Source: an optimization exercise on an open RTL-to-GDS flow (aim: small area, a short achievable clock period and few clock cycles per item). Production flows keep margins and buffers that such runs may drop. RTL that was checked went through simulation tests only; none was proved equivalent to the original. No functional check of the RTL was part of runs 1 and 2. Power and IR drop assume default switching activity.

==> flow/standard.sh <==
#!/bin/bash
# synth_recipe.tcl (not shown) runs the flow's synth.tcl, then flattens the netlist and writes it again
# the make line also repeats each setting of config.mk as NAME=value (left out here)
make -C /OpenROAD-flow-scripts/flow DESIGN_CONFIG=/design/flow/config.mk WORK_HOME=/design/flow/orfs CLKGATE_MAP_FILE= SYNTH_SCRIPT=/design/flow/synth_recipe.tcl "${@:-finish}"
==> flow/constraint.sdc <==
create_clock -name core_clock -period 7.0 [get_ports {clk}]
set_input_delay 1.4000 -clock core_clock [delete_from_list [all_inputs] [get_ports {clk}]]
set_output_delay 1.4000 -clock core_clock [all_outputs]
set_load 0.01 [all_outputs]
==> flow/config.mk <==
export PLATFORM = sky130hd
export DESIGN_NAME = edge_period_tachometer
export DESIGN_NICKNAME = edge_period_tachometer
export VERILOG_FILES = /design/flow/design.v
export SDC_FILE = /design/flow/constraint.sdc
export NUM_CORES = 4
export LEC_CHECK = 0
export CAP_MARGIN = 20
export CORE_MARGIN = 2
export CORE_UTILIZATION = 55
export CTS_BUF_LIST = sky130_fd_sc_hd__clkbuf_16
export CTS_CLUSTER_DIAMETER = 80
export CTS_CLUSTER_SIZE = 25
export SETUP_SLACK_MARGIN = 4.0
export SLEW_MARGIN = 20
==> flow/design.v <==
`default_nettype none
package etach_pkg;
	localparam int SPAN_W      = 17;
	localparam int RATE_W      = 20;
	localparam int REV_W       = 20;
	localparam int ELAPSED_W   = 24;
	localparam int PADDR_W     = 3;
	localparam int PDATA_W     = 32;
	localparam logic [SPAN_W-1:0]    SPAN_RESET  = 17'd65535;
	localparam logic [RATE_W-1:0]    RATE_RESET  = 20'd62500;
	localparam logic [REV_W-1:0]     REV_MAX     = 20'd1000000;
	localparam logic [ELAPSED_W-1:0] ELAPSED_MAX = 24'hFFFFFF;
	localparam logic REG_SPAN = 1'b0;
	localparam logic REG_RATE = 1'b1;
	localparam logic OP_OVERFLOW = 1'b0;
	localparam logic OP_EDGE     = 1'b1;
	typedef struct packed {
		logic channel;
		logic ovf_sat;
	} meas_tag_t;
endpackage
`default_nettype wire
`default_nettype none
module etach_fifo #(
	parameter int WIDTH = 8,
	parameter int DEPTH = 2
) (
	input  wire              clk,
	input  wire              arst_n,
	input  wire              push,
	input  wire  [WIDTH-1:0] wdata,
	input  wire              pop,
	output logic [WIDTH-1:0] rdata,
	output logic             full,
	output logic             empty
);
	localparam int PTR_W = (DEPTH > 1) ? $clog2(DEPTH) : 1;
	localparam int CNT_W = $clog2(DEPTH + 1);
	logic [WIDTH-1:0] mem_q [DEPTH];
	logic [PTR_W-1:0] wr_ptr_q;
	logic [PTR_W-1:0] rd_ptr_q;
	logic [CNT_W-1:0] count_q;
	assign full  = (count_q == CNT_W'(DEPTH));
	assign empty = (count_q == '0);
	assign rdata = mem_q[rd_ptr_q];
	always_ff @(posedge clk) begin
		if (push) begin
			mem_q[wr_ptr_q] <= wdata;
		end
	end
	always_ff @(posedge clk or negedge arst_n) begin
		if (!arst_n) begin
			wr_ptr_q <= '0;
			rd_ptr_q <= '0;
			count_q  <= '0;
		end else begin
			if (push) begin
				wr_ptr_q <= (wr_ptr_q == PTR_W'(DEPTH - 1)) ? '0 : wr_ptr_q + 1'b1;
			end
			if (pop) begin
				rd_ptr_q <= (rd_ptr_q == PTR_W'(DEPTH - 1)) ? '0 : rd_ptr_q + 1'b1;
			end
			if (push && !pop) begin
				count_q <= count_q + 1'b1;
			end else if (pop && !push) begin
				count_q <= count_q - 1'b1;
			end
		end
	end
endmodule
`default_nettype wire
`default_nettype none
import etach_pkg::*;
module etach_front #(
	parameter int CAPTURE_BITS  = 16,
	parameter int OVERFLOW_BITS = 8
) (
	input  wire                      clk,
	input  wire                      arst_n,
	input  wire                      in_valid,
	output logic                     in_ready,
	input  wire                      operation,
	input  wire                      channel,
	input  wire  [CAPTURE_BITS-1:0]  capture,
	input  wire                      p_take,       
	input  wire                      p_idle_next,  
	output logic                     f_meas,
	output logic                     m_channel,
	output logic                     m_ovf_sat,
	output logic [OVERFLOW_BITS-1:0] m_ovf,
	output logic [CAPTURE_BITS:0]    m_diff        
);
	localparam logic [OVERFLOW_BITS-1:0] OVF_MAX = {OVERFLOW_BITS{1'b1}};
	logic                     f_valid_q;
	logic                     f_op_q;
	logic                     f_ch_q;
	logic [CAPTURE_BITS-1:0]  f_cap_q;
	logic                     in_ready_q;
	logic [CAPTURE_BITS-1:0]  last_q [2];
	logic [OVERFLOW_BITS-1:0] ovf_q  [2];
	logic [1:0]               seen_q;
	logic [1:0]               seen_next;
	logic                     f_go;
	logic                     f_meas_next;
	assign in_ready = in_ready_q;
	assign f_meas    = f_valid_q && f_op_q && seen_q[f_ch_q];
	assign f_go      = f_valid_q && (!f_meas || p_take);
	assign m_channel = f_ch_q;
	assign m_ovf     = ovf_q[f_ch_q];
	assign m_ovf_sat = (ovf_q[f_ch_q] == OVF_MAX);
	assign m_diff    = {1'b0, f_cap_q} - {1'b0, last_q[f_ch_q]};
	always_comb begin
		seen_next = seen_q;
		if (f_go && f_op_q) begin
			seen_next[f_ch_q] = 1'b1;
		end
	end
	assign f_meas_next = in_ready_q ? (in_valid && operation && seen_next[channel])
	                                : (f_meas && !p_take);
	always_ff @(posedge clk or negedge arst_n) begin
		if (!arst_n) begin
			f_valid_q  <= 1'b0;
			in_ready_q <= 1'b1;
			seen_q     <= '0;
		end else begin
			if (in_ready_q) begin
				f_valid_q <= in_valid;
			end else if (f_go) begin
				f_valid_q <= 1'b0;
			end
			in_ready_q <= !f_meas_next || p_idle_next;
			seen_q     <= seen_next;
		end
	end
	always_ff @(posedge clk) begin
		if (in_ready_q) begin
			f_op_q  <= operation;
			f_ch_q  <= channel;
			f_cap_q <= capture;
		end
		if (f_go) begin
			for (int c = 0; c < 2; c++) begin
				if (!f_op_q) begin
					if (ovf_q[c] != OVF_MAX) begin
						ovf_q[c] <= ovf_q[c] + 1'b1;
					end
				end else if (f_ch_q == c[0]) begin
					last_q[c] <= f_cap_q;
					ovf_q[c]  <= '0;
				end
			end
		end
	end
endmodule
`default_nettype wire
`default_nettype none
import etach_pkg::*;
module etach_back #(
	parameter int CAPTURE_BITS  = 16,
	parameter int OVERFLOW_BITS = 8
) (
	input  wire                                 clk,
	input  wire                                 arst_n,
	input  wire  [etach_pkg::SPAN_W-1:0]        counter_span,
	input  wire  [etach_pkg::RATE_W-1:0]        rate_numerator,
	input  wire                                 f_meas,
	input  wire                                 m_channel,
	input  wire                                 m_ovf_sat,
	input  wire  [OVERFLOW_BITS-1:0]            m_ovf,
	input  wire  [CAPTURE_BITS:0]               m_diff,
	output logic                                p_take,
	output logic                                p_idle_next,
	output logic                                out_valid,
	input  wire                                 out_ready,
	output logic                                result_channel,
	output logic [etach_pkg::REV_W-1:0]         revolutions,
	output logic [etach_pkg::ELAPSED_W-1:0]     elapsed_ticks,
	output logic                                saturated
);
	localparam int ACC_W = 26;   
	localparam int SP_W  = SPAN_W + OVERFLOW_BITS - 1;
	localparam int BL_W  = 5;
	function automatic logic [BL_W-1:0] bitlen24(input logic [23:0] v);
		bitlen24 = '0;
		for (int i = 0; i < 24; i++) begin
			if (v[i]) bitlen24 = BL_W'(i + 1);
		end
	endfunction
	logic [RATE_W-1:0] rm1;
	logic [BL_W-1:0]   blr_q;      
	logic              rnz_q;      
	logic              rbig_q;     
	assign rm1 = rate_numerator - 1'b1;
	always_ff @(posedge clk) begin
		blr_q  <= bitlen24(24'(rm1));
		rnz_q  <= (rate_numerator != '0);
		rbig_q <= (rate_numerator > REV_MAX);
	end
	logic                     p_idle_q, p_mul_q, p_rdy_q;
	logic                     p_ch_q, p_sat_q;
	logic signed [ACC_W-1:0]  p_acc_q;
	logic [SP_W-1:0]          p_sp_q;
	logic [OVERFLOW_BITS-1:0] p_ovf_q;
	logic [3:0]               p_m;        
	logic [BL_W-1:0]          p_blt_q;
	logic                     p_div_q;
	logic                     p_zero_q, p_one_q, p_big_q;
	logic                     p_load;
	logic                     p_norm;
	logic                     d_take;
	logic d_take_c;
	assign p_take = p_idle_q || (p_rdy_q && d_take_c);
	assign p_load = f_meas && p_take;
	assign p_norm = p_mul_q && (p_ovf_q == '0);
	assign p_idle_next = !p_load && p_take;
	logic             n_neg, n_big, n_zero, n_one, n_div;
	logic [BL_W-1:0]  n_blt;
	logic [BL_W:0]    n_diffbl;
	always_comb begin
		n_neg    = p_acc_q[ACC_W-1];
		n_big    = !n_neg && (p_acc_q[ACC_W-2:24] != '0);
		n_zero   = n_neg || (p_acc_q == '0);
		n_one    = (p_acc_q == ACC_W'(1));
		n_blt    = bitlen24(p_acc_q[23:0]);
		n_diffbl = {1'b0, blr_q} - {1'b0, n_blt};
		n_div    = !n_neg && !n_big && !n_one && rnz_q && !n_diffbl[BL_W] && (p_acc_q[23:0] != '0);
	end
	logic [BL_W:0] h_diffbl;
	assign h_diffbl = {1'b0, blr_q} - {1'b0, p_blt_q};
	assign p_m    = p_div_q ? 4'((h_diffbl + 2) >> 1) : 4'd0;
	always_ff @(posedge clk or negedge arst_n) begin
		if (!arst_n) begin
			p_idle_q <= 1'b1;
			p_mul_q  <= 1'b0;
			p_rdy_q  <= 1'b0;
		end else begin
			if (p_load) begin
				p_idle_q <= 1'b0;
				p_mul_q  <= 1'b1;
				p_rdy_q  <= 1'b0;
			end else if (p_rdy_q && d_take) begin
				p_idle_q <= 1'b1;
				p_rdy_q  <= 1'b0;
			end else if (p_norm) begin
				p_mul_q  <= 1'b0;
				p_rdy_q  <= 1'b1;
			end
		end
	end
	always_ff @(posedge clk) begin
		if (p_load) begin
			p_ch_q  <= m_channel;
			p_sat_q <= m_ovf_sat;
			p_acc_q <= {{(ACC_W-CAPTURE_BITS-1){m_diff[CAPTURE_BITS]}}, m_diff};
			p_sp_q  <= SP_W'(counter_span);
			p_ovf_q <= m_ovf;
		end else begin
			p_acc_q <= p_acc_q + (p_ovf_q[0] ? ACC_W'(p_sp_q) : ACC_W'(0));
			p_sp_q  <= p_sp_q << 1;
			p_ovf_q <= p_ovf_q >> 1;
		end
		p_blt_q  <= n_blt;
		p_div_q  <= n_div;
		p_zero_q <= n_zero;
		p_one_q  <= n_one;
		p_big_q  <= n_big;
	end
	logic              d_idle_q, d_run_q, d_done_q;
	logic              d_ch_q, d_sat_q;
	logic [23:0]       d_t_q;
	logic [21:0]       d_t3_q;
	logic [RATE_W-1:0] d_rem_q;
	logic [RATE_W-1:0] d_q_q;
	logic [RATE_W-1:0] d_qp_q;
	logic [3:0]        d_j_q;
	logic [1:0]        d_nb_q;
	logic              out_free;
	logic              d_last;
	logic              d_xfer;
	logic [RATE_W-1:0] h_rem;
	logic [RATE_W-1:0] h_qp;
	logic [1:0]        h_nb;
	logic [3:0]        h_mm1;
	logic [23:0]       h_t;
	assign h_t   = p_zero_q ? 24'd0 : (p_big_q ? ELAPSED_MAX : p_acc_q[23:0]);
	assign h_mm1 = p_m - 4'd1;
	assign h_rem = rm1 >> {p_m, 1'b0};
	assign h_nb  = 2'(rm1 >> {h_mm1, 1'b0});
	always_comb begin
		if (p_zero_q) begin
			h_qp = REV_MAX;
		end else if (p_one_q) begin
			h_qp = rbig_q ? REV_MAX : rate_numerator;
		end else begin
			h_qp = RATE_W'(rnz_q);
		end
	end
	logic [22:0] s_sh, s_1, s_2, s_3;
	logic [1:0]  s_dig;
	logic [RATE_W-1:0] s_rem;
	logic [RATE_W-1:0] s_q, s_qp;
	always_comb begin
		s_sh = {1'b0, d_rem_q, d_nb_q};
		s_1  = s_sh - {3'b0, d_t_q[19:0]};
		s_2  = s_sh - {2'b0, d_t_q[19:0], 1'b0};
		s_3  = s_sh - {1'b0, d_t3_q};
		if (!s_3[22]) begin
			s_dig = 2'd3;
			s_rem = s_3[RATE_W-1:0];
		end else if (!s_2[22]) begin
			s_dig = 2'd2;
			s_rem = s_2[RATE_W-1:0];
		end else if (!s_1[22]) begin
			s_dig = 2'd1;
			s_rem = s_1[RATE_W-1:0];
		end else begin
			s_dig = 2'd0;
			s_rem = s_sh[RATE_W-1:0];
		end
		s_q  = {d_q_q[RATE_W-3:0], s_dig};
		s_qp = (s_dig == 2'd3) ? {d_qp_q[RATE_W-3:0], 2'b00}
		                       : {d_q_q[RATE_W-3:0], s_dig + 2'd1};
	end
	logic              out_valid_q;
	logic              out_ch_q;
	logic [REV_W-1:0]  out_rev_q;
	logic [23:0]       out_el_q;
	logic              out_sat_q;
	assign out_free = !out_valid_q || out_ready;
	assign d_last   = d_run_q && (d_j_q == 4'd0);
	assign d_xfer   = (d_last || d_done_q) && out_free;
	assign d_take   = d_idle_q || d_xfer;
	assign d_take_c = d_idle_q || ((d_last || d_done_q) && !out_valid_q);
	logic d_load_s;
	assign d_load_s = p_rdy_q && (d_idle_q || d_last || d_done_q);
	logic d_load;
	assign d_load = p_rdy_q && d_take;
	always_ff @(posedge clk or negedge arst_n) begin
		if (!arst_n) begin
			d_idle_q    <= 1'b1;
			d_run_q     <= 1'b0;
			d_done_q    <= 1'b0;
			out_valid_q <= 1'b0;
		end else begin
			if (d_load) begin
				d_idle_q <= 1'b0;
				d_run_q  <= (p_m != 4'd0);
				d_done_q <= (p_m == 4'd0);
			end else if (d_xfer) begin
				d_idle_q <= 1'b1;
				d_run_q  <= 1'b0;
				d_done_q <= 1'b0;
			end else if (d_last) begin
				d_run_q  <= 1'b0;
				d_done_q <= 1'b1;
			end
			if (d_xfer) begin
				out_valid_q <= 1'b1;
			end else if (out_ready) begin
				out_valid_q <= 1'b0;
			end
		end
	end
	always_ff @(posedge clk) begin
		if (d_load) begin
			d_ch_q  <= p_ch_q;
			d_sat_q <= p_sat_q || p_big_q || p_zero_q || (p_one_q && rbig_q);
			d_t_q   <= h_t;
			d_t3_q  <= 22'(p_acc_q[19:0]) + {1'b0, p_acc_q[19:0], 1'b0};
			d_qp_q  <= h_qp;
		end else if (d_run_q) begin
			d_qp_q  <= s_qp;
		end
		if (d_load_s) begin
			d_rem_q <= h_rem;
			d_q_q   <= '0;
			d_j_q   <= h_mm1;
			d_nb_q  <= h_nb;
		end else begin
			d_rem_q <= s_rem;
			d_q_q   <= s_q;
			d_j_q   <= d_j_q - 4'd1;
			d_nb_q  <= 2'(rm1 >> {d_j_q - 4'd1, 1'b0});
		end
		if (d_xfer) begin
			out_ch_q  <= d_ch_q;
			out_rev_q <= d_run_q ? s_qp : d_qp_q;
			out_el_q  <= d_t_q;
			out_sat_q <= d_sat_q;
		end
	end
	assign out_valid      = out_valid_q;
	assign result_channel = out_ch_q;
	assign revolutions    = out_rev_q;
	assign elapsed_ticks  = out_el_q;
	assign saturated      = out_sat_q;
endmodule
`default_nettype wire
`default_nettype none
import etach_pkg::*;
module edge_period_tachometer #(
	parameter int CHANNELS      = 2,
	parameter int CAPTURE_BITS  = 16,
	parameter int OVERFLOW_BITS = 8
) (
	input  wire                                 clk,
	input  wire                                 arst_n,
	input  wire                                 psel,
	input  wire                                 penable,
	input  wire                                 pwrite,
	input  wire  [etach_pkg::PADDR_W-1:0]       paddr,
	input  wire  [etach_pkg::PDATA_W-1:0]       pwdata,
	output logic [etach_pkg::PDATA_W-1:0]       prdata,
	output logic                                pready,
	input  wire                                 in_valid,
	output logic                                in_ready,
	input  wire                                 operation,
	input  wire                                 channel,
	input  wire  [CAPTURE_BITS-1:0]             capture,
	output logic                                out_valid,
	input  wire                                 out_ready,
	output logic                                result_channel,
	output logic [etach_pkg::REV_W-1:0]         revolutions,
	output logic [etach_pkg::ELAPSED_W-1:0]     elapsed_ticks,
	output logic                                saturated
);
	logic [SPAN_W-1:0]        span_q;
	logic [RATE_W-1:0]        rate_q;
	logic [RATE_W-1:0]        rdata_q;
	logic                     cfg_wr;
	logic                     p_take;
	logic                     p_idle_next;
	logic                     f_meas;
	logic                     m_channel;
	logic                     m_ovf_sat;
	logic [OVERFLOW_BITS-1:0] m_ovf;
	logic [CAPTURE_BITS:0]    m_diff;
	assign pready = 1'b1;
	assign cfg_wr = psel && penable && pwrite;
	always_ff @(posedge clk or negedge arst_n) begin
		if (!arst_n) begin
			span_q <= SPAN_RESET;
			rate_q <= RATE_RESET;
		end else if (cfg_wr) begin
			case (paddr[2])
				REG_SPAN: span_q <= pwdata[SPAN_W-1:0];
				REG_RATE: rate_q <= pwdata[RATE_W-1:0];
				default: begin
				end
			endcase
		end
	end
	always_ff @(posedge clk) begin
		case (paddr[2])
			REG_SPAN: rdata_q <= RATE_W'(span_q);
			default:  rdata_q <= rate_q;
		endcase
	end
	assign prdata = PDATA_W'(rdata_q);
	etach_front #(
		.CAPTURE_BITS  (CAPTURE_BITS),
		.OVERFLOW_BITS (OVERFLOW_BITS)
	) u_front (
		.clk         (clk),
		.arst_n      (arst_n),
		.in_valid    (in_valid),
		.in_ready    (in_ready),
		.operation   (operation),
		.channel     (channel),
		.capture     (capture),
		.p_take      (p_take),
		.p_idle_next (p_idle_next),
		.f_meas      (f_meas),
		.m_channel   (m_channel),
		.m_ovf_sat   (m_ovf_sat),
		.m_ovf       (m_ovf),
		.m_diff      (m_diff)
	);
	etach_back #(
		.CAPTURE_BITS  (CAPTURE_BITS),
		.OVERFLOW_BITS (OVERFLOW_BITS)
	) u_back (
		.clk            (clk),
		.arst_n         (arst_n),
		.counter_span   (span_q),
		.rate_numerator (rate_q),
		.f_meas         (f_meas),
		.m_channel      (m_channel),
		.m_ovf_sat      (m_ovf_sat),
		.m_ovf          (m_ovf),
		.m_diff         (m_diff),
		.p_take         (p_take),
		.p_idle_next    (p_idle_next),
		.out_valid      (out_valid),
		.out_ready      (out_ready),
		.result_channel (result_channel),
		.revolutions    (revolutions),
		.elapsed_ticks  (elapsed_ticks),
		.saturated      (saturated)
	);
endmodule
`default_nettype wire
==> flow/flow/run.sh <==
#!/bin/bash
# The standard layout, with plain buffers on the ports instead of the
# delay buffers buffer_ports picks by default.
set -euo pipefail
export BUFFER_PORTS_ARGS="-buffer_cell sky130_fd_sc_hd__buf_1"
bash standard.sh > standard_flow.log 2>&1
==> results of run 1 <==
state kept, by name, indices dropped and copies added (netlist names), 20 cells and up:
name              flops
u_front.last_q       32
u_back.p_acc_q       26
u_back.d_t_q         24
u_back.out_el_q      24
u_back.p_sp_q        24
u_back.d_t3_q        22
rate_q               20
rdata_q              20
u_back.d_qp_q        20
u_back.d_rem_q       20
u_back.out_rev_q     20
final timing paths:
kind,startpoint,slack (ns),end
worst max-delay path,u_back.d_nb_q[1],3.89,u_back.d_rem_q[16]
worst min-delay path,u_back.d_t_q[21],0.42,u_back.out_el_q[21]
worst max register to register,u_back.d_nb_q[1],3.89,u_back.d_rem_q[16]
worst min register to register,u_back.d_t_q[21],0.42,u_back.out_el_q[21]
max in group asynchronous,arst_n,5.56,rate_q[8]
min in group asynchronous,arst_n,0.93,u_back.out_valid_q
routing by layer:
metal	track usage, %	wire length, um	vias to the layer above	share of wire, %
li1	-	-	8060	-
met1	35.8	24600	7887	44
met2	44.3	26400	472	48
met3	2.80	2630	123	4.7
met4	7.49	1900	0	3.4
met5	0	0	-	0
power by group:
part	internal, uW	switching (uW)	total, uW
clock network	709	848	1560
registers	3280	767	4050
logic	4060	4890	8950
total	8050	6500	14600
worst max-delay path: cells and delay by family, from the launching register on:
family                   cells  cell delay [ns]
flip-flops                   1             0.39
adder cells (fa/ha/maj)      1             0.45
buffers and inverters        5             0.67
AO/OA/AOI/OAI                7             1.26
AND/OR/NAND/NOR              2             0.23
layout make-up:
| type | count | area [sq um] |
|---|---|---|
| fillers | 3005 | 12900 |
| multi-input cells | 1587 | 12400 |
| flip-flops and latches | 368 | 9300 |
| repair buffers | 213 | 1380 |
| well taps | 511 | 639 |
| clock buffers | 25 | 626 |
| inverters | 114 | 452 |
| clock inverters | 19 | 206 |
per-stage QoR:
stage	area [sq um]	instances
floorplan	21400	2153
global placement	22100	2703
detailed placement	22100	2704
CTS	23700	2790
global route	25000	2837
finish	25000	2837
cell usage in the layout, fill, tap and decap left out, types with 35 or more instances in the layout:
cell type / netlist / layout
a21oi_1: 112 / 90
and2_1: 61 / 59
buf_1: 5 / 112
buf_4: 13 / 73
dfxtp_1: 158 / 142
edfxtp_1: 162 / 162
ha_1: 154 / 142
inv_1: 112 / 108
mux2_2: 69 / 66
mux2i_1: 46 / 35
nand2_1: 176 / 160
nand3_1: 42 / 42
nor2_1: 204 / 196
o21ai_0: 109 / 92
xnor2_1: 75 / 71
xor2_1: 48 / 47
kinds of logic (layout without fill, tap and decap cells):
group / count (synthesis) / count (layout) / share of synthesized area [%]
other cells: 2 / 13 / 0.0354
simple gates: 661 / 663 / 15.0
mux: 121 / 121 / 6.47
xor+xnor: 125 / 125 / 5.29
fa+ha+maj: 161 / 161 / 9.75
buf+inv: 203 / 371 / 4.06
compound gates: 501 / 504 / 15.7
flops: 368 / 368 / 43.7
timing repair:
item,CTS,global route
pin swaps,30,60
endpoints found under the setup margin,164,115
setup buffers,38,41
gates resized for setup,94,168
hold buffers,0,0
cloned,4,5
==> results.cfg, run 1 <==
[floorplan]
die_w_um = 200
die_area_sq_um = 40100
rows = 71
design.portCount = 141
initial_core_util_pct = 56.0
core_area_sq_um = 37800
die_y_um = 200

[route]
drtPass1Iterations = 5
vias = 16500
wl_um = 55500
first_iter_violations = 1118
via_per_inst = 5.83
drc_errors = 0
antenna_left = 0
wl_per_cell_um = 19.6

[setup_path]
start_kind = flip-flop
max_stage_delay_ns = 0.45
cp_cell_sequence = inv_1 -> fa_2 -> nor2b_2 -> o31a_1 -> o21a_1 -> a31o_1 -> a41o_4 -> buf_12 -> o21ai_4 -> buf_12 -> buf_4 -> buf_6 -> nand2_4 -> a21oi_1 -> a221o_1
worstPathArrival_ns = 3.58
reg2regPathDepth = 15
worstPathMaxFanout = 6
critPathKind = reg2reg
cpMostUsedCell = buf_12
worstPathRequired_ns = 7.47
endpoint_kind = flip-flop
slowest_stage = fa_2

[grt]
grt_pass1_vias = 15800
grt_pass1_wl_um = 85000
grt_usage_pct = 26.2
grt_overflow_total = 0
grt_max_degree = 59
antenna_found_initial = 0

[synthesis]
syn-cell-area_sq_um = 21200
synth_edf_count = 162
ys_top_cells_by_area = edfxtp_1 23%, dfxtp_1 15%, ha_1 9.1%
syn_avg_cell_area_sq_um = 9.90
ys.flop_type = edfxtp_1
ys_warn_count = 5
synth-seq-area-share_pct = 43.7
synthArstFlopShare_pct = 13.0
synth_common_cells = 204 x nor2_1, 176 x nand2_1, 162 x edfxtp_1
synth_cells = 2142
synth_seq_cells = 368
synth_most_common_cell = nor2_1
synth.distinct_cells = 97
synth_top_cell_area_share_pct = 22.9
yosysTopAreaCell = edfxtp_1

[min_path]
worstHoldPathCells = 0
hp-class = reg2reg

[sta]
hold_ws_ns = 0.424
finalHoldViolCount = 0
fin_tns_setup_ns = 0
fin_crit_sh_pct = 44.4
skew_ns = 0.0226
setup_viol = 0
relSlewSlack_pct = 32.1
fmax_ghz = 0.322
drv_slew = 0
rsz0062_at_grt = true
setup_slack_ns = 3.89
min_period_ns = 3.11
worstMarginPinSlew_ns = 1.01

[power_and_ir_drop]
finalPower_uw = 14600
power_density_nw_per_um2 = 583
ir_drop_v = 0.000258
power_leakage_uw = 0.00998

[finish]
diodes = 0
drive_above_1_share_pct = 19.5
nets = 2529
fin_util_pct = 65.9
syn_to_final_growth_pct = 17.7

[cts]
h-tree-depth = 1
insertion_delay_ns = 0.57
clk_pin_slew_ns = 0.10
cts_buffer_depth = 3
cts-buffers-inserted = 24
cts_sinks = 368
cts_tree = yes
cts_root_buffer = clkbuf_16

[place]
dp_hpwl_um = 38400
port_buffers = 113
gp_congestion = 0.892
pre_cts_slack_ns = 2.98

[flow_run]
maxCapViolations = 0

[outcome]
outcome = timing/DRC/antenna clean
==> run 2: changes to the inputs <==
--- a/flow/design.v
+++ b/flow/design.v
@@ -202,7 +202,5 @@
 	logic [SP_W-1:0]          p_sp_q;
 	logic [OVERFLOW_BITS-1:0] p_ovf_q;
-	logic [3:0]               p_m;        
-	logic [BL_W-1:0]          p_blt_q;
-	logic                     p_div_q;
+	logic [3:0]               p_m_q;
 	logic                     p_zero_q, p_one_q, p_big_q;
 	logic                     p_load;
@@ -210,5 +208,11 @@
 	logic                     d_take;
 	logic d_take_c;
-	assign p_take = p_idle_q || (p_rdy_q && d_take_c);
+	logic              q_valid_q;
+	logic              q_ch_q, q_sat_q, q_zero_q, q_one_q;
+	logic [23:0]       q_t_q;
+	logic [3:0]        q_m_q;
+	logic              p_to_q;
+	assign p_take = p_idle_q || (p_rdy_q && (!q_valid_q || d_take_c));
+	assign p_to_q = p_rdy_q && (!q_valid_q || d_take);
 	assign p_load = f_meas && p_take;
 	assign p_norm = p_mul_q && (p_ovf_q == '0);
@@ -217,4 +221,5 @@
 	logic [BL_W-1:0]  n_blt;
 	logic [BL_W:0]    n_diffbl;
+	logic [3:0]       n_m;
 	always_comb begin
 		n_neg    = p_acc_q[ACC_W-1];
@@ -225,8 +230,6 @@
 		n_diffbl = {1'b0, blr_q} - {1'b0, n_blt};
 		n_div    = !n_neg && !n_big && !n_one && rnz_q && !n_diffbl[BL_W] && (p_acc_q[23:0] != '0);
+		n_m      = n_div ? 4'((n_diffbl + 2) >> 1) : 4'd0;
 	end
-	logic [BL_W:0] h_diffbl;
-	assign h_diffbl = {1'b0, blr_q} - {1'b0, p_blt_q};
-	assign p_m    = p_div_q ? 4'((h_diffbl + 2) >> 1) : 4'd0;
 	always_ff @(posedge clk or negedge arst_n) begin
 		if (!arst_n) begin
@@ -239,5 +242,5 @@
 				p_mul_q  <= 1'b1;
 				p_rdy_q  <= 1'b0;
-			end else if (p_rdy_q && d_take) begin
+			end else if (p_to_q) begin
 				p_idle_q <= 1'b1;
 				p_rdy_q  <= 1'b0;
@@ -260,6 +263,5 @@
 			p_ovf_q <= p_ovf_q >> 1;
 		end
-		p_blt_q  <= n_blt;
-		p_div_q  <= n_div;
+		p_m_q    <= n_m;
 		p_zero_q <= n_zero;
 		p_one_q  <= n_one;
@@ -284,11 +286,11 @@
 	logic [23:0]       h_t;
 	assign h_t   = p_zero_q ? 24'd0 : (p_big_q ? ELAPSED_MAX : p_acc_q[23:0]);
-	assign h_mm1 = p_m - 4'd1;
-	assign h_rem = rm1 >> {p_m, 1'b0};
+	assign h_mm1 = q_m_q - 4'd1;
+	assign h_rem = rm1 >> {q_m_q, 1'b0};
 	assign h_nb  = 2'(rm1 >> {h_mm1, 1'b0});
 	always_comb begin
-		if (p_zero_q) begin
+		if (q_zero_q) begin
 			h_qp = REV_MAX;
-		end else if (p_one_q) begin
+		end else if (q_one_q) begin
 			h_qp = rbig_q ? REV_MAX : rate_numerator;
 		end else begin
@@ -322,4 +324,23 @@
 		                       : {d_q_q[RATE_W-3:0], s_dig + 2'd1};
 	end
+	always_ff @(posedge clk or negedge arst_n) begin
+		if (!arst_n) begin
+			q_valid_q <= 1'b0;
+		end else if (p_to_q) begin
+			q_valid_q <= 1'b1;
+		end else if (d_load) begin
+			q_valid_q <= 1'b0;
+		end
+	end
+	always_ff @(posedge clk) begin
+		if (p_to_q) begin
+			q_ch_q   <= p_ch_q;
+			q_sat_q  <= p_sat_q || p_big_q || p_zero_q || (p_one_q && rbig_q);
+			q_zero_q <= p_zero_q;
+			q_one_q  <= p_one_q;
+			q_t_q    <= h_t;
+			q_m_q    <= p_m_q;
+		end
+	end
 	logic              out_valid_q;
 	logic              out_ch_q;
@@ -333,7 +354,7 @@
 	assign d_take_c = d_idle_q || ((d_last || d_done_q) && !out_valid_q);
 	logic d_load_s;
-	assign d_load_s = p_rdy_q && (d_idle_q || d_last || d_done_q);
+	assign d_load_s = q_valid_q && (d_idle_q || d_last || d_done_q);
 	logic d_load;
-	assign d_load = p_rdy_q && d_take;
+	assign d_load = q_valid_q && d_take;
 	always_ff @(posedge clk or negedge arst_n) begin
 		if (!arst_n) begin
@@ -345,6 +366,6 @@
 			if (d_load) begin
 				d_idle_q <= 1'b0;
-				d_run_q  <= (p_m != 4'd0);
-				d_done_q <= (p_m == 4'd0);
+				d_run_q  <= (q_m_q != 4'd0);
+				d_done_q <= (q_m_q == 4'd0);
 			end else if (d_xfer) begin
 				d_idle_q <= 1'b1;
@@ -364,8 +385,8 @@
 	always_ff @(posedge clk) begin
 		if (d_load) begin
-			d_ch_q  <= p_ch_q;
-			d_sat_q <= p_sat_q || p_big_q || p_zero_q || (p_one_q && rbig_q);
-			d_t_q   <= h_t;
-			d_t3_q  <= 22'(p_acc_q[19:0]) + {1'b0, p_acc_q[19:0], 1'b0};
+			d_ch_q  <= q_ch_q;
+			d_sat_q <= q_sat_q;
+			d_t_q   <= q_t_q;
+			d_t3_q  <= 22'(q_t_q[19:0]) + {1'b0, q_t_q[19:0], 1'b0};
 			d_qp_q  <= h_qp;
 		end else if (d_run_q) begin
==> results.cfg, run 2 <==
[outcome]
outcome = timing/DRC/antenna clean

[finish]
fin_util_pct = 67.4
diodes = 0
fin_area_sq_um = 26000
syn_to_final_growth_pct = 20.8
regMostFlops = u_front.last_q
layout_common_cells = 194 x nor2_1, 193 x edfxtp_1, 164 x nand2_1
drive_above_1_share_pct = 22.2
largestRegisters = u_front.last_q: 32 flops, u_back.p_acc_q: 26 flops
nets = 2509
largest_reg_flops = 32
final_common_cell = nor2_1

[synthesis]
synth-seq-area-share_pct = 47.2
yosysTopAreaCell = edfxtp_1
syn_avg_cell_area_sq_um = 10.2
ys_warn_count = 5
ys.flop_type = edfxtp_1
synth_seq_cells = 398
synth_most_common_cell = nor2_1
synth_common_cells = 199 x nor2_1, 193 x edfxtp_1, 169 x nand2_1
synth.distinct_cells = 90
synth_top_cell_area_share_pct = 26.9
synth_cells = 2104
synth_edf_count = 193
ys_top_cells_by_area = edfxtp_1 27%, dfxtp_1 14%, ha_1 7.7%
synthArstFlopShare_pct = 12.3
syn-cell-area_sq_um = 21600

[cts]
cts_sinks = 398
h-tree-depth = 1
cts_buffer_depth = 3
cts-buffers-inserted = 26
insertion_delay_ns = 0.57
cts_root_buffer = clkbuf_16
ctsHoldBuffers = 0
clk_pin_slew_ns = 0.09
cts_tree = yes

[route]
vias = 16300
first_iter_violations = 1053
via_per_inst = 5.74
drc_errors = 0
wl_per_cell_um = 19.5
antenna_left = 0
wl_um = 55600
drtPass1Iterations = 5

[setup_path]
critPathBufInv = 1
critPathTopFamily = compound AO/OA/AOI/OAI gates
reg2reg_from = u_front.f_ch_q
cp_cell_sequence = mux2_4 -> ha_4 -> fa_2 -> nor2b_1 -> o21a_1 -> o21ai_2 -> a211oi_2 -> nand3b_1 -> a31o_2 -> a21o_1 -> nand2_2 -> a21oi_4 -> clkbuf_16 -> o21ai_0
worstPathRequired_ns = 7.45
r2r-end = u_back.p_acc_q[19]
worstPathArrival_ns = 3.62
start_kind = flip-flop
worstPathMaxFanout = 5
slowest_stage = edfxtp_1
critPathKind = reg2reg
endpoint_kind = flip-flop
max_stage_delay_ns = 0.51
reg2regPathDepth = 14
rrSetupSlack_ns = 3.84

[min_path]
worstHoldPathCells = 0
min_to = u_back.q_m_q[1]
min-delay-start = u_back.p_m_q[1]
hp-class = reg2reg

[sta]
setup_viol = 0
fin_tns_setup_ns = 0
worstMarginPinSlew_ns = 0.858
hold_ws_ns = 0.412
min_period_ns = 3.16
fmax_ghz = 0.316
finalHoldViolCount = 0
skew_ns = 0.0242
rsz0062_at_grt = true
drv_slew = 0
fin_crit_sh_pct = 45.2
relSlewSlack_pct = 42.7

[grt]
grt_max_degree = 57
grt_usage_pct = 26.8
grt_overflow_total = 0
antenna_found_initial = 0
grt_pass1_wl_um = 87400
grt_pass1_vias = 16200

[power_and_ir_drop]
ir_drop_v = 0.000246
power_leakage_uw = 0.0104
power_density_nw_per_um2 = 384

[floorplan]
rows = 72
core_area_sq_um = 38600
die_area_sq_um = 40800
die_w_um = 202
design.portCount = 141
die_y_um = 202
initial_core_util_pct = 55.8

[flow_run]
maxCapViolations = 0

[place]
port_buffers = 113
place_area_sq_um = 22500
dp_hpwl_um = 37100
gp_congestion = 0.983
-- run 2: cell families after synthesis --
kind of cell / Yosys count / synth area share, %
AOI/OAI and AO/OA: 492 / 14.6
xor gates and xnor gates: 124 / 5.07
adders and majority gates: 140 / 8.37
buffers and inverters: 175 / 3.40
DFF: 398 / 47.2
muxes: 131 / 6.91
other: 2 / 0.0348
and+or+nand+nor: 642 / 14.4
-- run 2: what timing repair did --
action / 4_1_cts / 5_1_grt
endpoints found under the setup margin: 246 / 159
cloned: 13 / 3
buffers inserted: 67 / 38
pin swaps: 75 / 74
gates resized for setup: 172 / 152
-- run 2: per-layer routing --
metal | up-vias | track usage (%) | wire length [um]
met3 | 113 | 2.55 | 2190
met1 | 7849 | 34.7 | 23800
met2 | 389 | 46.6 | 27500
li1 | 7985 | - | -
met5 | - | 0 | 0
met4 | 0 | 9.90 | 2080
-- run 2: final cells by class --
cell class	count	area, sq um
flip-flops and latches	398	10200
repair inverters	1	7.51
clock buffers	28	701
repair buffers	246	1900
inverters	91	353
well taps	518	648
clock inverters	20	230
fillers	3069	12600
multi-input cells	1545	12000
-- run 2: worst max-delay path by stage --
stage | from | end | slack [ns] | cells after the start
CTS | u_back.d_t3_q[0] | u_back.d_rem_q[15] | 3.85 | 14
detailed placement | u_back.d_t3_q[0] | u_back.d_rem_q[15] | 3.03 | 13
floorplan | out_ready | u_back.d_run_q | 3.31 | 7
finish | u_front.f_ch_q | u_back.p_acc_q[19] | 3.84 | 14
global placement | u_back.d_t3_q[0] | u_back.d_rem_q[15] | 3.08 | 13
global route | u_back.p_ovf_q[0] | u_back.p_acc_q[25] | 3.70 | 14
-- run 2: power breakdown --
group	switching, uW	internal, uW	total, uW	leakage (uW)
clock	909	788	1700	0.000474
sequential	568	2950	3520	0.00367
combinational	2460	2330	4790	0.00627
-- run 2: per-stage QoR --
stage          total power [uW]  worst slack [ns]  std cells
2_1_floorplan              6000              3.31       2115
3_3_place_gp               6800              3.08       2677
3_5_place_dp               6860              3.03       2677
4_1_cts                    9480              3.85       2805
5_1_grt                   10600              3.70       2847
6_report                  10000              3.84       2847
==> run 3: changes to the inputs <==
--- a/flow/design.v
+++ b/flow/design.v
@@ -202,10 +202,10 @@
 	logic [SP_W-1:0]          p_sp_q;
 	logic [OVERFLOW_BITS-1:0] p_ovf_q;
-	logic [3:0]               p_m_q;
-	logic                     p_zero_q, p_one_q, p_big_q;
+	logic [3:0]               p_m;                        
+	logic                     p_zero, p_one, p_big;       
 	logic                     p_load;
 	logic                     p_norm;
 	logic                     d_take;
-	logic d_take_c;
+	logic                     d_take_c;
 	logic              q_valid_q;
 	logic              q_ch_q, q_sat_q, q_zero_q, q_one_q;
@@ -216,5 +216,5 @@
 	assign p_to_q = p_rdy_q && (!q_valid_q || d_take);
 	assign p_load = f_meas && p_take;
-	assign p_norm = p_mul_q && (p_ovf_q == '0);
+	assign p_norm = p_mul_q && (p_ovf_q[OVERFLOW_BITS-1:1] == '0);
 	assign p_idle_next = !p_load && p_take;
 	logic             n_neg, n_big, n_zero, n_one, n_div;
@@ -240,6 +240,6 @@
 			if (p_load) begin
 				p_idle_q <= 1'b0;
-				p_mul_q  <= 1'b1;
-				p_rdy_q  <= 1'b0;
+				p_mul_q  <= (m_ovf != '0);
+				p_rdy_q  <= (m_ovf == '0);
 			end else if (p_to_q) begin
 				p_idle_q <= 1'b1;
@@ -251,4 +251,8 @@
 		end
 	end
+	assign p_m    = n_m;
+	assign p_zero = n_zero;
+	assign p_one  = n_one;
+	assign p_big  = n_big;
 	always_ff @(posedge clk) begin
 		if (p_load) begin
@@ -263,8 +267,4 @@
 			p_ovf_q <= p_ovf_q >> 1;
 		end
-		p_m_q    <= n_m;
-		p_zero_q <= n_zero;
-		p_one_q  <= n_one;
-		p_big_q  <= n_big;
 	end
 	logic              d_idle_q, d_run_q, d_done_q;
@@ -285,5 +285,5 @@
 	logic [3:0]        h_mm1;
 	logic [23:0]       h_t;
-	assign h_t   = p_zero_q ? 24'd0 : (p_big_q ? ELAPSED_MAX : p_acc_q[23:0]);
+	assign h_t   = p_zero ? 24'd0 : (p_big ? ELAPSED_MAX : p_acc_q[23:0]);
 	assign h_mm1 = q_m_q - 4'd1;
 	assign h_rem = rm1 >> {q_m_q, 1'b0};
@@ -336,9 +336,9 @@
 		if (p_to_q) begin
 			q_ch_q   <= p_ch_q;
-			q_sat_q  <= p_sat_q || p_big_q || p_zero_q || (p_one_q && rbig_q);
-			q_zero_q <= p_zero_q;
-			q_one_q  <= p_one_q;
+			q_sat_q  <= p_sat_q || p_big || p_zero || (p_one && rbig_q);
+			q_zero_q <= p_zero;
+			q_one_q  <= p_one;
 			q_t_q    <= h_t;
-			q_m_q    <= p_m_q;
+			q_m_q    <= p_m;
 		end
 	end
==> results.cfg, run 3 <==
[synthesis]
synth-seq-area-share_pct = 46.3
synth_edf_count = 193
synth_common_cells = 197 x nor2_1, 193 x edfxtp_1, 149 x dfxtp_1
ys_warn_count = 5
ys.flop_type = edfxtp_1
synth_most_common_cell = nor2_1
synth_top_cell_area_share_pct = 26.7
synth.distinct_cells = 88
synth_seq_cells = 391
synth_cells = 2127
synthArstFlopShare_pct = 12.5
yosysTopAreaCell = edfxtp_1
syn_avg_cell_area_sq_um = 10.2
syn-cell-area_sq_um = 21700
ys_top_cells_by_area = edfxtp_1 27%, dfxtp_1 14%, ha_1 7.7%

[setup_path]
endpoint_kind = flip-flop
reg2reg_from = u_back.d_t3_q[0]
worstPathArrival_ns = 3.71
critPathKind = reg2reg
crit_start = u_back.d_t3_q[0]
start_kind = flip-flop
cp_cell_sequence = ha_4 -> fa_2 -> nor2b_2 -> o31a_1 -> o211ai_1 -> a31o_2 -> o311ai_4 -> nand2_4 -> buf_12 -> buf_16 -> mux2i_1 -> a21oi_2 -> a21o_1
slowest_stage = edfxtp_1
worstPathMaxFanout = 7
worstPathRequired_ns = 7.47
max_stage_delay_ns = 0.49

[cts]
cts_tree = yes
clk_pin_slew_ns = 0.10
cts_root_buffer = clkbuf_16
insertion_delay_ns = 0.57
cts-buffers-inserted = 25
ctsHoldBuffers = 0
h-tree-depth = 1
cts_buffer_depth = 3
cts_sinks = 391

[sta]
rsz0062_at_grt = true
fin_tns_setup_ns = 0
skew_ns = 0.0297
relSlewSlack_pct = 40.8
worstMarginPinSlew_ns = 0.881
drv_slew = 0
finalHoldViolCount = 0
fmax_ghz = 0.309
setup_viol = 0
min_period_ns = 3.24
fin_crit_sh_pct = 46.3

[floorplan]
die_w_um = 203
rows = 72
die_area_sq_um = 41000
die_y_um = 203
design.portCount = 141
core_area_sq_um = 38800
initial_core_util_pct = 55.9

[outcome]
outcome = timing/DRC/antenna clean

[place]
dp_hpwl_um = 39600
dp.cells = 2699
gp_congestion = 0.925
port_buffers = 113
place_area_sq_um = 22600

[min_path]
hp-class = reg2reg
min-delay-start = u_back.p_ch_q

[route]
wl_um = 56700
drc_errors = 0
antenna_left = 0
via_per_inst = 5.88
first_iter_violations = 1115
wl_per_cell_um = 19.9
vias = 16700
drtPass1Iterations = 5

[grt]
use_met3_pct = 2.28
grt.met2_usage_pct = 47.5
grt_usage_pct = 27.1
antenna_found_initial = 0
grt_busiest_layer = met2
grt_max_degree = 59
grt_pass1_wl_um = 88200
grt_overflow_total = 0
grt_pass1_vias = 16300
grt_use_met1_pct = 35.4

[finish]
layout_common_cells = 193 x edfxtp_1, 187 x nor2_1, 142 x dfxtp_1
drive_above_1_share_pct = 19.8
largest_reg_flops = 32
syn_to_final_growth_pct = 18.6
nets = 2511
fin_area_sq_um = 25700
finalNonFillerCells = 2847
regMostFlops = u_front.last_q
final_common_cell = edfxtp_1
diodes = 0
fillCellCount = 3102
largestRegisters = u_front.last_q: 32 flops, u_back.p_acc_q: 26 flops

[power_and_ir_drop]
ir_drop_v = 0.000260
power_leakage_uw = 0.0101
power_density_nw_per_um2 = 357

[flow_run]
maxCapViolations = 0
-- run 3: changes by cell type in the layout (fill, tap and decap cells not counted), sizes merged, moves of 11 or more --
| cell | previous run | this run |
|---|---|---|
| nand2 | 171 | 146 |
| nand2b | 34 | 16 |
| o31ai | 12 | 24 |
| nand4 | 8 | 20 |
| o21ai | 122 | 109 |
| a31oi | 11 | 22 |
| xor2 | 68 | 48 |
| xnor2 | 56 | 71 |
| buf | 242 | 225 |
-- run 3: per-stage QoR --
| step | setup slack (ns) | power (uW) | hold slack, ns | utilization, % |
|---|---|---|---|---|
| 2_1_floorplan | 3.46 | 5360 | 0.400 | - |
| 3_3_place_gp | 3.13 | 6100 | 0.401 | 58.3 |
| 3_5_place_dp | 3.11 | 6150 | 0.405 | 58.3 |
| 4_1_cts | 3.78 | 8530 | 0.424 | 63.5 |
| 5_1_grt | 3.68 | 9680 | 0.432 | 66.3 |
| 6_report | 3.76 | 9200 | 0.426 | 66.3 |
-- run 3: layout make-up --
type                       instances  area, sq um  share of cell area (%)
sequential                       391        10100                    39.1
tap                              518          648                    2.52
inverter                         103          402                    1.56
timing repair inverter             2         12.5                  0.0486
clock inverter                    20          210                   0.817
timing repair buffer             228         1630                    6.34
clock buffer                      25          626                    2.43
multi-input combinational       1560        12100                    47.2
-- run 3: final timing paths --
check / end / slack [ns] / cells past startpoint
worst min register to register: u_back.q_ch_q / 0.43 / 0
max in group asynchronous: rate_q[0] / 5.60 / 2
worst max register to register: u_back.d_qp_q[17] / 3.76 / 13
min in group asynchronous: rate_q[4] / 0.94 / 2
worst max-delay path: u_back.d_qp_q[17] / 3.76 / 13
worst min-delay path: u_back.q_ch_q / 0.43 / 0
-- run 3: timing repair --
| item | in CTS | in global routing |
|---|---|---|
| buffers inserted | 49 | 41 |
| resized for setup | 133 | 158 |
| cloned | 10 | 2 |
| pin swaps | 66 | 69 |
| setup endpoints to repair | 188 | 128 |
-- run 3: layer usage --
layer,part of all wire (%),vias up
met3,3.9,95
li1,-,8133
met5,0,-
met1,43,8126
met4,3.6,0
met2,50,381
-- run 3: worst max-delay path: cells and delay by family (launching register included) --
family / cells / cell delay (ns)
AOI/OAI and AO/OA: 6 / 1.17
adders and majority gates: 2 / 0.58
DFF: 1 / 0.49
and+or+nand+nor: 2 / 0.37
buffers and inverters: 2 / 0.35
muxes: 1 / 0.17
-- run 3: cells by family after synthesis --
logic type / after synthesis / share of synthesized area, %
buf+inv: 190 / 3.55
fa+ha+maj: 140 / 8.32
mux: 135 / 7.03
xor+xnor: 119 / 4.84
simple gates: 624 / 14.0
compound gates: 526 / 15.9
flops: 391 / 46.3
other cells: 2 / 0.0346
-- run 3: power breakdown --
part           switching [uW]  total, uW  internal (uW)
Combinational            2380       4570           2190
Clock                     863       1570            708
Sequential                340       3060           2720
Total                    3580       9200           5620
Testbench counts of run 3, summed over its fixed seeds: cycles 34,712, items 8,529.
==> run 4: changes to the inputs <==
--- a/flow/design.v
+++ b/flow/design.v
@@ -202,5 +202,4 @@
 	logic [SP_W-1:0]          p_sp_q;
 	logic [OVERFLOW_BITS-1:0] p_ovf_q;
-	logic [3:0]               p_m;                        
 	logic                     p_zero, p_one, p_big;       
 	logic                     p_load;
@@ -211,5 +210,7 @@
 	logic              q_ch_q, q_sat_q, q_zero_q, q_one_q;
 	logic [23:0]       q_t_q;
-	logic [3:0]        q_m_q;
+	logic [BL_W-1:0]   q_blt_q;    
+	logic              q_div_q;    
+	logic [3:0]        q_m;        
 	logic              p_to_q;
 	assign p_take = p_idle_q || (p_rdy_q && (!q_valid_q || d_take_c));
@@ -221,5 +222,4 @@
 	logic [BL_W-1:0]  n_blt;
 	logic [BL_W:0]    n_diffbl;
-	logic [3:0]       n_m;
 	always_comb begin
 		n_neg    = p_acc_q[ACC_W-1];
@@ -230,5 +230,4 @@
 		n_diffbl = {1'b0, blr_q} - {1'b0, n_blt};
 		n_div    = !n_neg && !n_big && !n_one && rnz_q && !n_diffbl[BL_W] && (p_acc_q[23:0] != '0);
-		n_m      = n_div ? 4'((n_diffbl + 2) >> 1) : 4'd0;
 	end
 	always_ff @(posedge clk or negedge arst_n) begin
@@ -251,5 +250,4 @@
 		end
 	end
-	assign p_m    = n_m;
 	assign p_zero = n_zero;
 	assign p_one  = n_one;
@@ -286,6 +284,9 @@
 	logic [23:0]       h_t;
 	assign h_t   = p_zero ? 24'd0 : (p_big ? ELAPSED_MAX : p_acc_q[23:0]);
-	assign h_mm1 = q_m_q - 4'd1;
-	assign h_rem = rm1 >> {q_m_q, 1'b0};
+	logic [BL_W:0]     h_diffbl;
+	assign h_diffbl = {1'b0, blr_q} - {1'b0, q_blt_q};
+	assign q_m   = q_div_q ? 4'((h_diffbl + 2) >> 1) : 4'd0;
+	assign h_mm1 = q_m - 4'd1;
+	assign h_rem = rm1 >> {q_m, 1'b0};
 	assign h_nb  = 2'(rm1 >> {h_mm1, 1'b0});
 	always_comb begin
@@ -307,20 +308,10 @@
 		s_2  = s_sh - {2'b0, d_t_q[19:0], 1'b0};
 		s_3  = s_sh - {1'b0, d_t3_q};
-		if (!s_3[22]) begin
-			s_dig = 2'd3;
-			s_rem = s_3[RATE_W-1:0];
-		end else if (!s_2[22]) begin
-			s_dig = 2'd2;
-			s_rem = s_2[RATE_W-1:0];
-		end else if (!s_1[22]) begin
-			s_dig = 2'd1;
-			s_rem = s_1[RATE_W-1:0];
-		end else begin
-			s_dig = 2'd0;
-			s_rem = s_sh[RATE_W-1:0];
-		end
+		s_rem = !s_2[22] ? (!s_3[22] ? s_3[RATE_W-1:0] : s_2[RATE_W-1:0])
+		                 : (!s_1[22] ? s_1[RATE_W-1:0] : s_sh[RATE_W-1:0]);
+		s_dig = {!s_2[22], !s_3[22] || (!s_1[22] && s_2[22])};
 		s_q  = {d_q_q[RATE_W-3:0], s_dig};
-		s_qp = (s_dig == 2'd3) ? {d_qp_q[RATE_W-3:0], 2'b00}
-		                       : {d_q_q[RATE_W-3:0], s_dig + 2'd1};
+		s_qp = !s_3[22] ? {d_qp_q[RATE_W-3:0], 2'b00}
+		                : {d_q_q[RATE_W-3:0], s_dig + 2'd1};
 	end
 	always_ff @(posedge clk or negedge arst_n) begin
@@ -340,5 +331,6 @@
 			q_one_q  <= p_one;
 			q_t_q    <= h_t;
-			q_m_q    <= p_m;
+			q_blt_q  <= n_blt;
+			q_div_q  <= n_div;
 		end
 	end
@@ -366,6 +358,6 @@
 			if (d_load) begin
 				d_idle_q <= 1'b0;
-				d_run_q  <= (q_m_q != 4'd0);
-				d_done_q <= (q_m_q == 4'd0);
+				d_run_q  <= q_div_q;
+				d_done_q <= !q_div_q;
 			end else if (d_xfer) begin
 				d_idle_q <= 1'b1;
==> results.cfg, run 4 <==
[outcome]
outcome = timing/DRC/antenna clean

[synthesis]
synth.distinct_cells = 85
synth_top_cell_area_share_pct = 27.2
ys_warn_count = 5
synth_cells = 2128
synth_most_common_cell = nor2_1
syn_avg_cell_area_sq_um = 10.1
synth_common_cells = 198 x nor2_1, 195 x edfxtp_1, 184 x nand2_1
synth-seq-area-share_pct = 46.8
synthArstFlopShare_pct = 12.5
ys_top_cells_by_area = edfxtp_1 27%, dfxtp_1 14%, ha_1 8.0%
synth_edf_count = 195
ys.flop_type = edfxtp_1
synth_seq_cells = 393
yosysTopAreaCell = edfxtp_1
syn-cell-area_sq_um = 21600

[floorplan]
die_w_um = 202
design.portCount = 141
die_y_um = 202
rows = 72
die_area_sq_um = 40800
core_area_sq_um = 38600
initial_core_util_pct = 55.8

[power_and_ir_drop]
ir_drop_v = 0.000245
power_leakage_uw = 0.0100
finalPower_uw = 6440
power_density_nw_per_um2 = 256

[grt]
grt_max_degree = 65
antenna_found_initial = 0
grt_overflow_total = 0
grt_pass1_wl_um = 83400
grt_usage_pct = 25.5
grt_pass1_vias = 15800

[cts]
cts_sinks = 393
ctsHoldBuffers = 0
cts-buffers-inserted = 24
h-tree-depth = 1
cts_root_buffer = clkbuf_16
clk_pin_slew_ns = 0.09
cts_tree = yes
insertion_delay_ns = 0.57
cts_buffer_depth = 3

[sta]
fmax_ghz = 0.305
setup_slack_ns = 3.72
min_period_ns = 3.28
finalHoldViolCount = 0
rsz0062_at_grt = true
fin_crit_sh_pct = 46.9
skew_ns = 0.0278
setup_viol = 0
relSlewSlack_pct = 31.6
worstMarginPinSlew_ns = 1.02
fin_tns_setup_ns = 0
drv_slew = 0

[place]
port_buffers = 113
place_area_sq_um = 22500
dp_hpwl_um = 37100
gp_congestion = 0.906
pre_cts_slack_ns = 2.79

[setup_path]
critPathTopFamily = compound AO/OA/AOI/OAI gates
max_stage_delay_ns = 0.44
cp_cell_sequence = ha_4 -> fa_2 -> nor2b_4 -> o31a_1 -> o22a_1 -> a211oi_2 -> a22o_2 -> o21ai_4 -> a221oi_4 -> buf_12 -> buf_8 -> buf_12 -> buf_16 -> o21ai_4 -> o211ai_1 -> a32o_1
worstPathRequired_ns = 7.45
worstPathArrival_ns = 3.74
worstPathMaxFanout = 5
slowest_stage = edfxtp_1
critPathBufInv = 4
start_kind = flip-flop
endpoint_kind = flip-flop
critPathKind = reg2reg

[finish]
largest_reg_flops = 32
drive_above_1_share_pct = 17.8
fin_util_pct = 65.0
fin_area_sq_um = 25100
layout_common_cells = 195 x edfxtp_1, 190 x nor2_1, 173 x nand2_1
syn_to_final_growth_pct = 16.6
diodes = 0
final_common_cell = edfxtp_1
nets = 2510
regMostFlops = u_front.last_q
largestRegisters = u_front.last_q: 32 flops, u_back.p_acc_q: 26 flops

[route]
vias = 16300
drc_errors = 0
antenna_left = 0
wl_per_cell_um = 19.0
via_per_inst = 5.72
wl_um = 53900
first_iter_violations = 978
drtPass1Iterations = 5

[flow_run]
maxCapViolations = 0

[min_path]
hp-class = reg2reg
==> run 4: report_power, final <==
group	total (uW)	switching (uW)	internal (uW)
Sequential	2960	287	2670
Clock	1580	845	737
Combinational	1900	1010	893
Total	6440	2140	4300
==> run 4: per-stage QoR <==
step / instances / hold slack (ns)
finish: 2841 / 0.425
global route: 2841 / 0.432
CTS: 2795 / 0.424
detailed placement: 2696 / 0.405
global placement: 2696 / 0.401
floorplan: 2139 / 0.400
==> run 4: kinds of logic (layout without fill, tap and decap cells) <==
logic type | Yosys count | after routing | share of synthesized area, %
buffers and inverters | 190 | 373 | 3.70
DFF | 393 | 393 | 46.8
AOI/OAI and AO/OA | 499 | 499 | 15.0
xor gates and xnor gates | 123 | 123 | 5.00
adders and majority gates | 145 | 145 | 8.66
and+or+nand+nor | 655 | 656 | 14.7
other | 2 | 13 | 0.0348
muxes | 121 | 121 | 6.08
==> run 4: final timing paths <==
check                      slack (ns)  cells past startpoint              from             endpoint
max                              3.72                     16  u_back.d_t3_q[0]   u_back.d_rem_q[19]
min                              0.42                      0  u_back.d_t_q[21]  u_back.out_el_q[21]
max reg2reg                      3.72                     16  u_back.d_t3_q[0]   u_back.d_rem_q[19]
min reg2reg                      0.42                      0  u_back.d_t_q[21]  u_back.out_el_q[21]
max in group asynchronous        5.57                      2            arst_n       u_back.d_run_q
min in group asynchronous        0.93                      2            arst_n           rate_q[11]
==> run 4: timing repair <==
item	in CTS	in global routing
setup buffers	49	40
resized for setup	96	92
gates cloned	6	6
pin swaps	55	48
setup endpoints to repair	254	132
==> run 4: layout make-up <==
class / count / area [sq um]
clock inverters: 18 / 203
multi-input cells: 1557 / 11500
fillers: 3125 / 13500
inverters: 105 / 410
clock buffers: 26 / 651
well taps: 518 / 648
repair buffers: 224 / 1610
flip-flops and latches: 393 / 10100
==> run 4: routing by layer <==
metal	up-vias	share of wire [%]	GRT usage [%]
li1	8002	-	-
met1	7791	43	33.7
met2	372	48	43.9
met3	98	4.2	2.66
met4	0	4.0	8.32
met5	-	0	0
Testbench counts of run 4, summed over its fixed seeds: cycles 34,712, items 8,529.

what the ideal ports hide:
The results above use ideal ports. As a check the final layouts listed here were re-extracted and re-timed, cells and wires unchanged. Step 1: set_driving_cell puts a clkbuf_16 on clk and a buf_2 on each other input, an assumption about the parent block. Step 2 also shifts input and output timing later by t, the mid clock arrival at the registers, as if the neighbouring blocks saw the same clock. a / b / c = ideal / step 1 / step 2; a / b = the first two.
run	t, ns	setup slack, ns	pins driven straight from the clock port
run 1	0.618	3.892 / 3.892 / 3.716	1
run 2	0.620	3.839 / 3.839 / 3.503	1
run 3	0.608	3.761 / 3.761 / 3.494	1
run 4	0.612	3.717 / 3.717 / 3.528	1
After both steps every run listed still meets setup and hold. The setup slack of run 2, which loses most, moves by 0.000 ns with the drivers and by -0.336 ns with both steps.
